What follows belongs to an exercise in optimizing a design on an open flow for small area, a short achievable clock period and few clock cycles; a production flow would make more cautious choices. The RTL was checked by simulation tests, not by an equivalence proof against the original design.

==> 01-01: inputs <==
## trialign_top
module trialign_top (
  input  logic                                       CLK,
  input  logic                                       rst,
  input  logic                                       start_i,
  input  logic [trialign_pkg::LEN_A_BITS-1:0]         len_a_i,
  input  logic [trialign_pkg::LEN_BC_BITS-1:0]        len_b_i,
  input  logic [trialign_pkg::LEN_BC_BITS-1:0]        len_c_i,
  input  logic [trialign_pkg::SYM_BITS-1:0]           a_sym_i,
  input  logic [trialign_pkg::SYM_BITS-1:0]           b_sym_i,
  input  logic [trialign_pkg::SYM_BITS-1:0]           c_sym_i,
  input  logic                                       score_ready_i,
  output logic [trialign_pkg::A_ADDR_BITS-1:0]        a_addr_o,
  output logic [trialign_pkg::BC_ADDR_BITS-1:0]       b_addr_o,
  output logic [trialign_pkg::BC_ADDR_BITS-1:0]       c_addr_o,
  output logic                                       busy_o,
  output logic signed [trialign_pkg::SCORE_BITS-1:0]  score_o,
  output logic                                       score_valid_o
);
Settings: LEC_CHECK=0, ABC_AREA=1, CAP_MARGIN=40, CORE_MARGIN=2, CORE_UTILIZATION=60, CTS_CLUSTER_DIAMETER=100, CTS_CLUSTER_SIZE=20, PLACE_DENSITY=0.7, SLEW_MARGIN=40; clock period 24.0 ns.
standard.sh (not shown) runs the stock make flow with config.mk's settings and CLKGATE_MAP_FILE= SYNTH_SCRIPT=/design/flow/synth_recipe.tcl, a recipe that flattens the netlist after the stock synthesis.
==> flow/flow/run.sh <==
#!/bin/bash
# Layout: the standard flow, except that the port buffers are plain
# buffers (buf_2) instead of the delay cell buffer_ports picks itself, and
# that timing repair aims for 17.9 ns of setup slack at the 24 ns clock, so
# that it sizes the logic for a shorter achieved period.
set -euo pipefail
export BUFFER_PORTS_ARGS="-buffer_cell sky130_fd_sc_hd__buf_2"
export SETUP_SLACK_MARGIN=17.9
bash standard.sh > standard.log 2>&1
==> inputs of 04-04, as changes to 01-01 <==
==> flow/flow/run.sh (replaced) <==
#!/bin/bash
# Layout: the standard flow, except that the port buffers are plain
# buffers (buf_2) instead of the delay cell buffer_ports picks itself, and
# that timing repair aims for 18 ns of setup slack at the 24 ns clock, so
# that it sizes the logic for a shorter achieved period.
set -euo pipefail
export BUFFER_PORTS_ARGS="-buffer_cell sky130_fd_sc_hd__buf_2"
export SETUP_SLACK_MARGIN=18
bash standard.sh > standard.log 2>&1
CORE_UTILIZATION = 50   (was 60)
PLACE_DENSITY = 0.6   (was 0.7)
==> inputs of 09-14, as changes to 01-01 <==
--- a/flow/design.v
+++ b/flow/design.v
@@ -394,15 +394,15 @@
   logic [SYM_BITS-1:0] rs_next, rs_cur;
   e_t           cap_e, fin;
   assign start_ok  = start_i && !busy_o;
   assign row_end   = !fresh && (j_q == lp_q);
   assign job_end   = (fresh ? lr1_q : (j_q >= lr_q)) && (pa_q + 7'd1 >= la_q);
   assign issue     = (state == S_RUN) && job_end;
   assign slot_free = !score_valid_o || score_ready_i;
-  assign quiet     = !score_valid_o && !pend && ((ld_cnt == '0) || (ld_cnt == 3'd7));
+  assign quiet     = !score_valid_o && !pend && !cap && ((ld_cnt == '0) || (ld_cnt == 3'd7));
   assign a_addr_o = a_addr_q;
   assign b_addr_o = ld_cnt;
   assign c_addr_o = ld_cnt;
   seq_fetch u_fetch (
     .CLK     (CLK),
     .load0_i (!busy_o),
     .load_i  (ld_cnt != '0),
==> flow/flow/run.sh (replaced) <==
#!/bin/bash
# Layout: the standard flow, except that the port buffers are plain
# buffers (buf_2) instead of the delay cell buffer_ports picks itself, and
# that timing repair aims for 18 ns of setup slack at the 24 ns clock, so
# that it sizes the logic for a shorter achieved period.
set -euo pipefail
export BUFFER_PORTS_ARGS="-buffer_cell sky130_fd_sc_hd__buf_2"
export SETUP_SLACK_MARGIN=18
bash standard.sh > standard.log 2>&1
==> inputs of 04-15, as changes to 01-01 <==
==> flow/flow/run.sh (replaced) <==
#!/bin/bash
# Layout: the standard flow, except that the port buffers are plain
# buffers (buf_2) instead of the delay cell buffer_ports picks itself, and
# that timing repair aims for 18 ns of setup slack at the 24 ns clock, so
# that it sizes the logic for a shorter achieved period.
set -euo pipefail
export BUFFER_PORTS_ARGS="-buffer_cell sky130_fd_sc_hd__buf_2"
export SETUP_SLACK_MARGIN=18
bash standard.sh > standard.log 2>&1
ABC_AREA = default   (was 1)
CORE_UTILIZATION = 50   (was 60)
PLACE_DENSITY = 0.6   (was 0.7)
==> key figures <==
Final layout
  – Final Util: 63.7%
  – Share of cells above drive strength 1: 5.67%
  – Non-clock buffer share of cell area: 0.682%
  – N_diodes: 1

Placement
  – Placed cells: 10691

Min path
  – Worst hold start: u_array.db[52][0]

Status
  – Outcome: no timing/DRC/antenna violations

Logic synthesis
  – Count leader, synth: nand2_1

Global routing
  – GRT Util Overall: 35.5%
Source of the figures above: 01-01

==> key figures <==
Final layout
  – Non-clock buffer share of cell area: 2.67%
  – N_diodes: 3
  – Register share of the cell area: 33.9%
  – Share of cells above drive strength 1: 11.5%

Min path
  – Worst hold start: u_array.db[49][4]

Routing
  – Vias per cell: 5.85

Global routing
  – GRT Util Overall: 27.5%

Status
  – Outcome: no timing/DRC/antenna violations

Logic synthesis
  – Count leader, synth: dfxtp_1
  – Synth Area in Compound Gates: 14.7%
Source of the figures above: 04-15

==> key figures <==
Final layout
  – Non-clock buffer share of cell area: 0.837%
  – Final Util: 53.7%
  – N_diodes: 0

Placement
  – Placed cells: 10968

Status
  – Outcome: no timing/DRC/antenna violations

Min path
  – Worst hold start: u_array.da1[5][0]

Logic synthesis
  – Count leader, synth: nand2_1

Global routing
  – GRT Util Overall: 30.6%
Source of the figures above: 04-04

==> key figures <==
Global routing
  – GRT Util Overall: 35.3%

Status
  – Outcome: no timing/DRC/antenna violations

Final layout
  – Final Util: 63.6%
  – Non-clock buffer share of cell area: 0.716%

Placement
  – Placed cells: 10663

Min path
  – Worst hold start: u_array.rs_q[5][0]

Logic synthesis
  – Count leader, synth: nand2_1
Source of the figures above: 09-14

Testbench counts of 01-01, summed over its fixed seeds: cycles 11,251.
Testbench counts of 04-04, summed over its fixed seeds: cycles 11,251.
Testbench counts of 09-14, summed over its fixed seeds: cycles 11,251.
Testbench counts of 04-15, summed over its fixed seeds: cycles 11,251.

port drivers added, routing unchanged:
The results above use ideal ports. As a check the final layouts listed here were re-extracted and re-timed, cells and wires unchanged. Step 1 assumes that a clkbuf_16 drives the clock port and a buf_2 every other input. Step 2 also shifts input and output timing later by t, the mid clock arrival at the registers, as if the neighbouring blocks saw the same clock. a / b / c = ideal ports / drivers / drivers and shift; a / b = the first two.
run | shift t [ns] | slack for setup (ns) | latest minus earliest clock arrival (ns) | worst register clock-pin slew, ns | worst slew at a driven data input, ns
01-01 | 0.752 | 17.926 / 17.853 / 17.474 | 0.038 / 0.038 | 0.09 / 0.09 | 0.05
04-04 | 0.775 | 17.904 / 17.824 / 17.549 | 0.038 / 0.038 | 0.10 / 0.10 | 0.05
09-14 | 0.759 | 17.934 / 17.858 / 17.459 | 0.027 / 0.026 | 0.09 / 0.09 | 0.05
04-15 | 0.752 | 17.919 / 17.842 / 17.551 | 0.051 / 0.051 | 0.10 / 0.10 | 0.10
After both steps every run listed still meets setup and hold. For 09-14, which loses most, drivers alone change the setup slack by -0.076 ns; drivers and shift together by -0.475 ns.
